Background: an optimization exercise with open tools, aiming at a short achievable clock period and few clock cycles. Do not read the settings as production practice. The RTL was checked by simulation tests, not by an equivalence proof against the original design.

## flow/design.v

```verilog
`timescale 1ns/100ps
`default_nettype none
package core_pkg;
    localparam int word_bits = 32;
    localparam int reg_addr_bits = 5;
    typedef logic [word_bits-1:0] word_t;
    typedef logic [reg_addr_bits-1:0] reg_addr_t;
    localparam logic [5:0] op_special = 6'h00;
    localparam logic [5:0] op_addiu   = 6'h09;
    localparam logic [5:0] op_andi    = 6'h0c;
    localparam logic [5:0] op_ori     = 6'h0d;
    localparam logic [5:0] op_lui     = 6'h0f;
    localparam logic [5:0] op_lw      = 6'h23;
    localparam logic [5:0] op_sw      = 6'h2b;
    localparam logic [5:0] fn_sll     = 6'h00;
    localparam logic [5:0] fn_syscall = 6'h0c;
    localparam logic [5:0] fn_addu    = 6'h21;
    localparam logic [5:0] fn_subu    = 6'h23;
    localparam logic [5:0] fn_and     = 6'h24;
    localparam logic [5:0] fn_or      = 6'h25;
    localparam logic [5:0] fn_slt     = 6'h2a;
    typedef enum logic [2:0] {
        alu_add,
        alu_sub,
        alu_and,
        alu_or,
        alu_slt,
        alu_sll,
        alu_lui
    } alu_op_e;
    typedef enum logic [1:0] {
        fwd_rf,
        fwd_mem,
        fwd_wb
    } fwd_sel_e;
    typedef struct packed {
        alu_op_e alu_op;
        logic    use_imm;
        logic    reg_write;
        logic    mem_read;
        logic    mem_write;
        logic    halt;
    } ctrl_t;
    typedef struct packed {
        ctrl_t     ctrl;
        word_t     rs_data;
        word_t     rt_data;
        word_t     imm;
        logic [4:0] shamt;
        reg_addr_t dest;
        fwd_sel_e  fwd_a;
        fwd_sel_e  fwd_b;
    } id_ex_t;
    typedef struct packed {
        logic      reg_write;
        logic      mem_read;
        logic      mem_write;
        logic      halt;
        word_t     alu_result;
        word_t     store_data;
        reg_addr_t dest;
    } ex_mem_t;
    typedef struct packed {
        logic      reg_write;
        logic      halt;
        reg_addr_t dest;
        word_t     wdata;
    } mem_wb_t;
    localparam int id_ex_bits  = 118;
    localparam int ex_mem_bits = 73;
    localparam int mem_wb_bits = 39;
endpackage
`default_nettype wire
`timescale 1ns/100ps
`default_nettype none
module fetch_unit #(
    parameter int imem_words = 64
) (
    input  logic                          clk,
    input  logic                          reset,
    input  logic                          run,
    input  logic                          stall,
    input  logic                          halt_seen,
    input  logic                          imem_we,
    input  logic [$clog2(imem_words)-1:0] imem_addr,
    input  core_pkg::word_t               imem_word,
    output core_pkg::word_t               inst,
    output logic                          inst_valid
);
    core_pkg::word_t imem [imem_words];
    logic [$clog2(imem_words)-1:0] pc;
    logic stopped;
    logic advance;
    logic take;
    assign advance = run && !stall;
    assign take = advance && !halt_seen && !stopped;
    always_ff @(posedge clk) begin
        if (imem_we) begin
            imem[imem_addr] <= imem_word;
        end
    end
    always_ff @(posedge clk) begin
        if (reset) begin
            pc <= '0;
            inst_valid <= 1'b0;
            stopped <= 1'b0;
        end else if (advance) begin
            inst_valid <= take;
            if (take) begin
                pc <= pc + 1'b1;
            end else begin
                stopped <= 1'b1;
            end
        end
    end
    always_ff @(posedge clk) begin
        if (take) begin
            inst <= imem[pc];
        end
    end
endmodule
`default_nettype wire
`timescale 1ns/100ps
`default_nettype none
module inst_decoder (
    input  core_pkg::word_t     inst,
    input  logic                inst_valid,
    output core_pkg::reg_addr_t rs,
    output core_pkg::reg_addr_t rt,
    output core_pkg::reg_addr_t dest,
    output core_pkg::word_t     imm,
    output logic [4:0]          shamt,
    output core_pkg::ctrl_t     ctrl
);
    logic [5:0] opcode;
    logic [5:0] funct;
    logic [15:0] imm16;
    assign opcode = inst[31:26];
    assign funct  = inst[5:0];
    assign imm16  = inst[15:0];
    assign rs     = inst[25:21];
    assign rt     = inst[20:16];
    assign shamt  = inst[10:6];
    always_comb begin
        ctrl = '0;
        dest = inst[15:11];
        imm = {{16{imm16[15]}}, imm16};
        if (inst_valid) begin
            if (opcode == core_pkg::op_special) begin
                ctrl.reg_write = 1'b1;
                case (funct)
                    core_pkg::fn_addu: ctrl.alu_op = core_pkg::alu_add;
                    core_pkg::fn_subu: ctrl.alu_op = core_pkg::alu_sub;
                    core_pkg::fn_and:  ctrl.alu_op = core_pkg::alu_and;
                    core_pkg::fn_or:   ctrl.alu_op = core_pkg::alu_or;
                    core_pkg::fn_slt:  ctrl.alu_op = core_pkg::alu_slt;
                    core_pkg::fn_sll:  ctrl.alu_op = core_pkg::alu_sll;
                    core_pkg::fn_syscall: begin
                        ctrl.reg_write = 1'b0;
                        ctrl.halt = 1'b1;
                    end
                    default: ctrl.reg_write = 1'b0;
                endcase
            end else begin
                dest = inst[20:16];
                ctrl.use_imm = 1'b1;
                ctrl.reg_write = 1'b1;
                case (opcode)
                    core_pkg::op_addiu: ctrl.alu_op = core_pkg::alu_add;
                    core_pkg::op_andi: begin
                        ctrl.alu_op = core_pkg::alu_and;
                        imm = {16'h0000, imm16};
                    end
                    core_pkg::op_ori: begin
                        ctrl.alu_op = core_pkg::alu_or;
                        imm = {16'h0000, imm16};
                    end
                    core_pkg::op_lui: ctrl.alu_op = core_pkg::alu_lui;
                    core_pkg::op_lw: begin
                        ctrl.alu_op = core_pkg::alu_add;
                        ctrl.mem_read = 1'b1;
                    end
                    core_pkg::op_sw: begin
                        ctrl.alu_op = core_pkg::alu_add;
                        ctrl.reg_write = 1'b0;
                        ctrl.mem_write = 1'b1;
                    end
                    default: begin
                        ctrl.use_imm = 1'b0;
                        ctrl.reg_write = 1'b0;
                    end
                endcase
            end
        end
    end
endmodule
`default_nettype wire
`timescale 1ns/100ps
`default_nettype none
module hazard_unit (
    input  core_pkg::reg_addr_t rs,
    input  core_pkg::reg_addr_t rt,
    input  core_pkg::ctrl_t     ctrl,
    input  core_pkg::id_ex_t    id_ex,
    input  core_pkg::ex_mem_t   ex_mem,
    output logic                load_use,
    output core_pkg::fwd_sel_e  fwd_a,
    output core_pkg::fwd_sel_e  fwd_b
);
    logic rs_used;
    logic rt_used;
    logic ex_hit_a;
    logic ex_hit_b;
    logic mem_hit_a;
    logic mem_hit_b;
    assign rs_used = (ctrl.reg_write || ctrl.mem_write)
                     && ctrl.alu_op != core_pkg::alu_sll
                     && ctrl.alu_op != core_pkg::alu_lui;
    assign rt_used = (ctrl.reg_write && !ctrl.use_imm) || ctrl.mem_write;
    assign ex_hit_a = rs_used && id_ex.ctrl.reg_write && id_ex.dest != '0 && id_ex.dest == rs;
    assign ex_hit_b = rt_used && id_ex.ctrl.reg_write && id_ex.dest != '0 && id_ex.dest == rt;
    assign mem_hit_a = rs_used && ex_mem.reg_write && ex_mem.dest != '0 && ex_mem.dest == rs;
    assign mem_hit_b = rt_used && ex_mem.reg_write && ex_mem.dest != '0 && ex_mem.dest == rt;
    assign load_use = id_ex.ctrl.mem_read && (ex_hit_a || ex_hit_b);
    assign fwd_a = ex_hit_a ? core_pkg::fwd_mem : (mem_hit_a ? core_pkg::fwd_wb : core_pkg::fwd_rf);
    assign fwd_b = ex_hit_b ? core_pkg::fwd_mem : (mem_hit_b ? core_pkg::fwd_wb : core_pkg::fwd_rf);
endmodule
`default_nettype wire
`timescale 1ns/100ps
`default_nettype none
module reg_file (
    input  logic                clk,
    input  logic                reset,
    input  logic                we,
    input  core_pkg::reg_addr_t waddr,
    input  core_pkg::word_t     wdata,
    input  core_pkg::reg_addr_t raddr_a,
    input  core_pkg::reg_addr_t raddr_b,
    output core_pkg::word_t     rdata_a,
    output core_pkg::word_t     rdata_b,
    input  core_pkg::reg_addr_t dbg_addr,
    output core_pkg::word_t     dbg_data
);
    core_pkg::word_t regs [32];
    always_ff @(posedge clk) begin
        if (reset) begin
            for (int i = 0; i < 32; i++) begin
                regs[i] <= '0;
            end
        end else if (we && waddr != '0) begin
            regs[waddr] <= wdata;
        end
    end
    assign rdata_a = (raddr_a == '0) ? '0
                   : (we && waddr == raddr_a) ? wdata : regs[raddr_a];
    assign rdata_b = (raddr_b == '0) ? '0
                   : (we && waddr == raddr_b) ? wdata : regs[raddr_b];
    always_ff @(posedge clk) begin
        dbg_data <= regs[dbg_addr];
    end
endmodule
`default_nettype wire
`timescale 1ns/100ps
`default_nettype none
module stage_reg #(
    parameter int width = 1
) (
    input  logic     clk,
    input  logic     reset,
    input  logic     bubble,
    input  logic     hold,
    input  logic [width-1:0] d,
    output logic [width-1:0] q
);
    always_ff @(posedge clk) begin
        if (reset) begin
            q <= '0;
        end else if (!hold) begin
            if (bubble) begin
                q <= '0;
            end else begin
                q <= d;
            end
        end
    end
endmodule
`default_nettype wire
`timescale 1ns/100ps
`default_nettype none
module exec_unit (
    input  core_pkg::id_ex_t  id_ex,
    input  core_pkg::word_t   fwd_ex_mem,
    input  core_pkg::word_t   fwd_mem_wb,
    output core_pkg::ex_mem_t ex_mem_next,
    input  core_pkg::ex_mem_t ex_mem,
    input  core_pkg::word_t   load_data,
    output core_pkg::mem_wb_t mem_wb_next
);
    core_pkg::word_t op_a;
    core_pkg::word_t rt_value;
    core_pkg::word_t op_b;
    core_pkg::word_t result;
    always_comb begin
        case (id_ex.fwd_a)
            core_pkg::fwd_mem: op_a = fwd_ex_mem;
            core_pkg::fwd_wb:  op_a = fwd_mem_wb;
            default:           op_a = id_ex.rs_data;
        endcase
        case (id_ex.fwd_b)
            core_pkg::fwd_mem: rt_value = fwd_ex_mem;
            core_pkg::fwd_wb:  rt_value = fwd_mem_wb;
            default:           rt_value = id_ex.rt_data;
        endcase
    end
    assign op_b = id_ex.ctrl.use_imm ? id_ex.imm : rt_value;
    always_comb begin
        case (id_ex.ctrl.alu_op)
            core_pkg::alu_add: result = op_a + op_b;
            core_pkg::alu_sub: result = op_a - op_b;
            core_pkg::alu_and: result = op_a & op_b;
            core_pkg::alu_or:  result = op_a | op_b;
            core_pkg::alu_slt: result = {31'd0, $signed(op_a) < $signed(op_b)};
            core_pkg::alu_sll: result = op_b << id_ex.shamt;
            core_pkg::alu_lui: result = {op_b[15:0], 16'h0000};
            default:           result = '0;
        endcase
    end
    always_comb begin
        ex_mem_next.reg_write  = id_ex.ctrl.reg_write;
        ex_mem_next.mem_read   = id_ex.ctrl.mem_read;
        ex_mem_next.mem_write  = id_ex.ctrl.mem_write;
        ex_mem_next.halt       = id_ex.ctrl.halt;
        ex_mem_next.alu_result = result;
        ex_mem_next.store_data = rt_value;
        ex_mem_next.dest       = id_ex.dest;
    end
    always_comb begin
        mem_wb_next.reg_write = ex_mem.reg_write;
        mem_wb_next.halt      = ex_mem.halt;
        mem_wb_next.dest      = ex_mem.dest;
        mem_wb_next.wdata     = ex_mem.mem_read ? load_data : ex_mem.alu_result;
    end
endmodule
`default_nettype wire
`timescale 1ns/100ps
`default_nettype none
module data_mem #(
    parameter int dmem_words = 64
) (
    input  logic            clk,
    input  logic            we,
    input  core_pkg::word_t addr,
    input  core_pkg::word_t wdata,
    output core_pkg::word_t rdata,
    input  core_pkg::word_t dbg_addr,
    output core_pkg::word_t dbg_data
);
    localparam int addr_bits = $clog2(dmem_words);
    core_pkg::word_t mem [dmem_words];
    logic [addr_bits-1:0] index;
    logic [addr_bits-1:0] dbg_index;
    assign index = addr[addr_bits+1:2];
    assign dbg_index = dbg_addr[addr_bits+1:2];
    always_ff @(posedge clk) begin
        if (we) begin
            mem[index] <= wdata;
        end
    end
    assign rdata = mem[index];
    always_ff @(posedge clk) begin
        dbg_data <= mem[dbg_index];
    end
endmodule
`default_nettype wire
`timescale 1ns/100ps
`default_nettype none
module mips_core #(
    parameter int imem_words = 64,
    parameter int dmem_words = 64
) (
    input  logic                          clk,
    input  logic                          reset,
    input  logic                          run,
    input  logic                          imem_we,
    input  logic [$clog2(imem_words)-1:0] imem_addr,
    input  core_pkg::word_t               imem_word,
    input  core_pkg::reg_addr_t           dbg_reg,
    output core_pkg::word_t               dbg_reg_data,
    input  core_pkg::word_t               dbg_mem_addr,
    output core_pkg::word_t               dbg_mem_data,
    output logic                          halted
);
    core_pkg::word_t inst;
    logic load_use;
    logic inst_valid;
    core_pkg::reg_addr_t rs;
    core_pkg::reg_addr_t rt;
    core_pkg::reg_addr_t dest;
    core_pkg::word_t imm;
    logic [4:0] shamt;
    core_pkg::ctrl_t ctrl;
    core_pkg::fwd_sel_e fwd_a;
    core_pkg::fwd_sel_e fwd_b;
    core_pkg::word_t rdata_a;
    core_pkg::word_t rdata_b;
    core_pkg::word_t load_data;
    core_pkg::id_ex_t id_ex_d;
    core_pkg::id_ex_t id_ex_q;
    core_pkg::ex_mem_t ex_mem_d;
    core_pkg::ex_mem_t ex_mem_q;
    core_pkg::mem_wb_t mem_wb_d;
    core_pkg::mem_wb_t mem_wb_q;
    fetch_unit #(.imem_words(imem_words)) u_fetch (
        .clk(clk), .reset(reset), .run(run), .stall(load_use), .halt_seen(ctrl.halt),
        .imem_we(imem_we), .imem_addr(imem_addr), .imem_word(imem_word),
        .inst(inst), .inst_valid(inst_valid)
    );
    inst_decoder u_decoder (
        .inst(inst), .inst_valid(inst_valid), .rs(rs), .rt(rt), .dest(dest),
        .imm(imm), .shamt(shamt), .ctrl(ctrl)
    );
    hazard_unit u_hazard (
        .rs(rs), .rt(rt), .ctrl(ctrl), .id_ex(id_ex_q), .ex_mem(ex_mem_q),
        .load_use(load_use), .fwd_a(fwd_a), .fwd_b(fwd_b)
    );
    reg_file u_regs (
        .clk(clk), .reset(reset), .we(mem_wb_q.reg_write), .waddr(mem_wb_q.dest),
        .wdata(mem_wb_q.wdata), .raddr_a(rs), .raddr_b(rt), .rdata_a(rdata_a),
        .rdata_b(rdata_b), .dbg_addr(dbg_reg), .dbg_data(dbg_reg_data)
    );
    always_comb begin
        id_ex_d.ctrl    = ctrl;
        id_ex_d.rs_data = rdata_a;
        id_ex_d.rt_data = rdata_b;
        id_ex_d.imm     = imm;
        id_ex_d.shamt   = shamt;
        id_ex_d.dest    = dest;
        id_ex_d.fwd_a   = fwd_a;
        id_ex_d.fwd_b   = fwd_b;
    end
    stage_reg #(.width(core_pkg::id_ex_bits)) u_id_ex (
        .clk(clk), .reset(reset), .bubble(load_use), .hold(!run), .d(id_ex_d), .q(id_ex_q)
    );
    exec_unit u_exec (
        .id_ex(id_ex_q), .fwd_ex_mem(ex_mem_q.alu_result), .fwd_mem_wb(mem_wb_q.wdata),
        .ex_mem_next(ex_mem_d), .ex_mem(ex_mem_q), .load_data(load_data),
        .mem_wb_next(mem_wb_d)
    );
    stage_reg #(.width(core_pkg::ex_mem_bits)) u_ex_mem (
        .clk(clk), .reset(reset), .bubble(1'b0), .hold(!run), .d(ex_mem_d), .q(ex_mem_q)
    );
    data_mem #(.dmem_words(dmem_words)) u_dmem (
        .clk(clk), .we(ex_mem_q.mem_write), .addr(ex_mem_q.alu_result),
        .wdata(ex_mem_q.store_data), .rdata(load_data),
        .dbg_addr(dbg_mem_addr), .dbg_data(dbg_mem_data)
    );
    stage_reg #(.width(core_pkg::mem_wb_bits)) u_mem_wb (
        .clk(clk), .reset(reset), .bubble(1'b0), .hold(!run), .d(mem_wb_d), .q(mem_wb_q)
    );
    always_ff @(posedge clk) begin
        if (reset) begin
            halted <= 1'b0;
        end else if (mem_wb_q.halt) begin
            halted <= 1'b1;
        end
    end
endmodule
`default_nettype wire
```

## flow/run.sh

```bash
#!/bin/bash
# synth_recipe.tcl (not shown) runs the flow's synth.tcl, then flattens the netlist and writes it again
# the make line also repeats each setting of config.mk as NAME=value (left out here)
make -C /OpenROAD-flow-scripts/flow DESIGN_CONFIG=/design/flow/config.mk WORK_HOME=/design/flow/orfs CLKGATE_MAP_FILE= SYNTH_SCRIPT=/design/flow/synth_recipe.tcl finish
```

## flow/config.mk

```make
export PLATFORM = sky130hd
export DESIGN_NAME = mips_core
export DESIGN_NICKNAME = mips_core
export VERILOG_FILES = /design/flow/design.v
export SDC_FILE = /design/flow/constraint.sdc
export NUM_CORES = 4
export LEC_CHECK = 0
export CAP_MARGIN = 20
export CORE_MARGIN = 2
export CORE_UTILIZATION = 30
export PLACE_DENSITY = 0.5
export SLEW_MARGIN = 20
```

## flow/constraint.sdc

```tcl
create_clock -name core_clock -period 4.5 [get_ports {clk}]
set_input_delay 0.9000 -clock core_clock [delete_from_list [all_inputs] [get_ports {clk}]]
set_output_delay 0.9000 -clock core_clock [all_outputs]
set_load 0.01 [all_outputs]
```

==> results.sh <==
export IMPL_period_needed_ns=4.41
export IMPL_synth_cell_types=84
export IMPL_die_w_um=922
export IMPL_critical_path_buf_inv_count=3
export IMPL_finalNetCount=13628
export IMPL_die_y_um=922
export IMPL_yosysMostFrequentCell="edfxtp_1"
export IMPL_maxSlewViolCount=0
export IMPL_synthTopCellsByCount="edfxtp_1 (5152), mux4_2 (2980), and2_1 (999)"
export IMPL_wl_mm=897
export IMPL_synthCells=12846
export IMPL_setup_tns_ns=0
export IMPL_p_sw_mw=29.8
export IMPL_insertion_delay_ns=1.15
export IMPL_clockBufferDepth=4
export IMPL_p_clk_share_pct=41.1
export IMPL_critical_path_class="reg2reg"
export IMPL_p_seq_share_pct=47.5
export IMPL_worst_slew_margin_rel_pct=24.0
export IMPL_power_switching_fraction_pct=24.9
export IMPL_place_congestion=0.931
export IMPL_portBuffers=117
export IMPL_grt_pass1_wl_mm=1220
export IMPL_power_frac_comb_pct=11.4
export IMPL_dieArea_sq_um=849000
export IMPL_grt_pass1_vias=143062
export IMPL_crit_path_end_kind="flop"
export IMPL_utilization_pct=35.1
export IMPL_grt_max_degree=86
export IMPL_critPathSlowestCell="fa_2"
export IMPL_cts_clk_slew_worst_paths_ns=0.06
export IMPL_holdWs_ns=0.184
export IMPL_hold_depth=1
export IMPL_ys_warn_count=9
export IMPL_cts_tree="yes"
export IMPL_critPathMaxFanout=4
export IMPL_path_cells="inv_1, ha_4, nor2_1, a211oi_2, ha_2, inv_1, fa_2, a21o_1, a221o_1, a32o_2, a2111oi_4, buf_4, o32ai_2, a211o_1, a311o_1, a221oi_2"
export IMPL_cp_top_family="compound AO/OA/AOI/OAI gates"
export IMPL_fmax_ghz=0.227
export IMPL_start_util_pct=30.1
export IMPL_vias=140817
export IMPL_synth_seq_cells=5441
export IMPL_hold_end="u_fetch.imem[46][9]$_DFFE_PP_"
export IMPL_worstMarginPinSlew_ns=1.13
export IMPL_async_reset_ff_share_pct=0
export IMPL_drt_iter0_markers=17654
export IMPL_r2r_slack_ns=0.09
export IMPL_antenna_found_initial=79
export IMPL_pin_count=144
export IMPL_yosys_area_top_type="edfxtp_1"
export IMPL_placementRows=337
export IMPL_cts_htree_levels=6
export IMPL_finalPower_mw=120
export IMPL_drive_gt1_share_pct=37.0
export IMPL_cts_buffers=615
export IMPL_synth_top_area_share_pct=61.3
export IMPL_hp_start="imem_word[9]"
export IMPL_p_per_area_nw_per_um2=406
export IMPL_cts_root_buf="clkbuf_16"
export IMPL_maxCapViolations=0
export IMPL_register_area_sq_um=161000
export IMPL_reg2reg_to="u_ex_mem.q[37]$_SDFFE_PP0P_"
export IMPL_track_usage_pct=20.6
export IMPL_hold_path_class="in2reg"
export IMPL_p_leak_nw=94.5
export IMPL_setup_viol=0
export IMPL_status="no timing/DRC/antenna violations"
export IMPL_cp_start_kind="flop"
export IMPL_critical_path_most_common_cell="inv_1"
export IMPL_area_delta_synth_final_pct=16.7
export IMPL_core_region_area_sq_um=840000
export IMPL_yosysSeqAreaShare_pct=63.6
export IMPL_fin_crit_sh_pct=98.0
export IMPL_drt_wirelength_per_cell_um=35.6
export IMPL_multi_input_area_sq_um=89000
export IMPL_drcViolationCount=0
export IMPL_vdd_drop_max_mv=0.468
export IMPL_avgSynthCellArea_sq_um=19.7
export IMPL_fillers=78076
export IMPL_viasPerCell=5.59
export IMPL_ant_nets=0
export IMPL_syn_cell_area_sq_um=253000
export IMPL_rsz0062_at_grt="true"
export IMPL_synthTopCellsByArea="edfxtp_1 (61%), mux4_2 (27%), and2_1 (2.5%), dfxtp_1 (2.3%), clkbuf_1 (1.2%)"
export IMPL_hpwl_mm=530
export IMPL_cts_sinks=5441
export IMPL_worstPathArrival_ns=5.45
export IMPL_cp_required_ns=5.54
export IMPL_r2r_cells=16
export IMPL_fin_worst_skew_ns=0.0843
export IMPL_finalHoldViolCount=0
export IMPL_rr_startpoint="u_id_ex.q[0]$_SDFFE_PP0P_"
export IMPL_dr_pass1_iters=6
export IMPL_synth_edf_count=5152
export IMPL_critPathMaxStageDelay_ns=0.42
export IMPL_power_report_internal_total_mw=89.9
export IMPL_synthFlopType="edfxtp_1"
export IMPL_grt_overflow=0
[kinds of logic after synthesis]
logic type | share of synthesized area (%)
other cells | 0.00148
simple gates | 4.25
fa+ha+maj | 0.536
flops | 63.6
buf+inv | 1.84
compound gates | 2.03
xor+xnor | 0.215
mux | 27.6
[registers in the layout, indices dropped and copies added, names as in the netlist, named ones only]
name,count
u_dmem.mem,2048
u_fetch.inst_valid,1
u_ex_mem.q,73
u_mem_wb.q,39
u_fetch.pc,6
u_regs.regs,1024
halted,1
u_regs.dbg_data,32
u_id_ex.q,98
u_fetch.imem,2048
u_dmem.dbg_data,32
u_fetch.inst,32
u_fetch.stopped,1
[cells in the final DEF, fill, tap and decap left out, types with 34 or more instances in the layout]
cell and n:
clkdlybuf4s50_1 72, diode_2 57, dfxtp_1 239, nand3_1 46, clkbuf_1 167, a22oi_1 83
xnor2_1 35, mux2_2 56, nor3_1 34, nor2b_1 41, a21oi_1 151, buf_4 729
buf_12 238, nor2_1 272, clkinv_1 119, ha_1 101, clkinv_2 86, a211oi_1 53
nor2_4 160, clkbuf_16 624, o21ai_0 207, edfxtp_1 5152, mux4_2 2980, bufinv_16 35
nand2_1 287, mux2i_1 188, inv_1 111, dfxtp_4 35, and2_1 999
[worst max path at each step]
stage / slack (ns) / end / cells after the start / startpoint
finish: 0.09 / u_ex_mem.q[37]$_SDFFE_PP0P_ / 16 / u_id_ex.q[0]$_SDFFE_PP0P_
detailed placement: -0.12 / u_ex_mem.q[68]$_SDFFE_PP0P_ / 19 / u_id_ex.q[0]$_SDFFE_PP0P_
global placement: -0.13 / u_ex_mem.q[66]$_SDFFE_PP0P_ / 20 / u_id_ex.q[0]$_SDFFE_PP0P_
CTS: 0.01 / u_ex_mem.q[37]$_SDFFE_PP0P_ / 18 / u_id_ex.q[0]$_SDFFE_PP0P_
global route: -0.02 / u_ex_mem.q[66]$_SDFFE_PP0P_ / 21 / u_id_ex.q[1]$_SDFFE_PP0P_
floorplan: 0.01 / u_ex_mem.q[37]$_SDFFE_PP0P_ / 17 / u_id_ex.q[0]$_SDFFE_PP0P_
[stage by stage]
| stage | cell area (sq um) | instances | setup slack, ns |
|---|---|---|---|
| 6_report | 295000 | 25181 | 0.0885 |
| 5_1_grt | 295000 | 25149 | -0.0194 |
| 4_1_cts | 294000 | 25120 | 0.0141 |
| 3_5_place_dp | 275000 | 24007 | -0.125 |
| 3_3_place_gp | 275000 | 24005 | -0.126 |
| 2_1_floorplan | 253000 | 12877 | 0.0127 |
[layout make-up]
type,instances,share of cell area [%]
clock inverter,308,0.984
multi-input combinational,6212,30.2
clock buffer,804,5.57
sequential,5441,54.5
antenna,57,0.0484
timing repair buffer,1057,3.79
tap,11187,4.75
inverter,115,0.147
[power groups by stage]
stage | Clock [mW] | Combinational (mW) | Sequential [mW]
after CTS | 50.2 | 13.8 | 56.8
after global routing | 52.0 | 14.3 | 56.9
after global placement | 0 | 13.7 | 57.9
final | 49.2 | 13.7 | 56.8
after floorplan | 0 | 7.94 | 57.5
after detailed placement | 0 | 13.7 | 57.9
[timing repair]
action,in CTS,in global routing
hold buffers,0,0
pin swaps,2,8
setup buffers,1,3
endpoints found under the setup margin,4,14
gates resized for setup,6,30
[layer usage]
metal / track usage (%) / share of wire, % / up-vias
li1: - / - / 55384
met1: 28.0 / 41 / 77855
met3: 3.34 / 7.1 / 1392
met4: 7.30 / 4.0 / 12
met5: 0 / 0.0097 / -
met2: 33.6 / 48 / 6174
Testbench counts, summed over its fixed seeds: cycles 35,986.

[what the ideal ports hide]
The flow's constraints put no driver on any port. The routed layout listed below was extracted and timed again, unchanged, in two steps. Step 1, drivers: a clkbuf_16 drives clk and a buf_2 each remaining input, both assumed. Step 2 also shifts input and output timing later by t, the mid clock arrival at the registers, as if the neighbouring blocks saw the same clock. Slacks: no drivers / after step 1 / after step 2; pairs: no drivers / after step 1.
shift t [ns]: 1.244
setup WS [ns]: 0.089 / 0.089 / 0.089
slew at the worst register clock pin (ns): 0.07 / 0.07
worst data-port slew with drivers (ns): 0.28
cell pins on the clock port's net: 1
After both steps setup and hold are still met in this run. For this run, drivers alone change the setup slack by 0.000 ns; drivers and shift together by 0.000 ns.
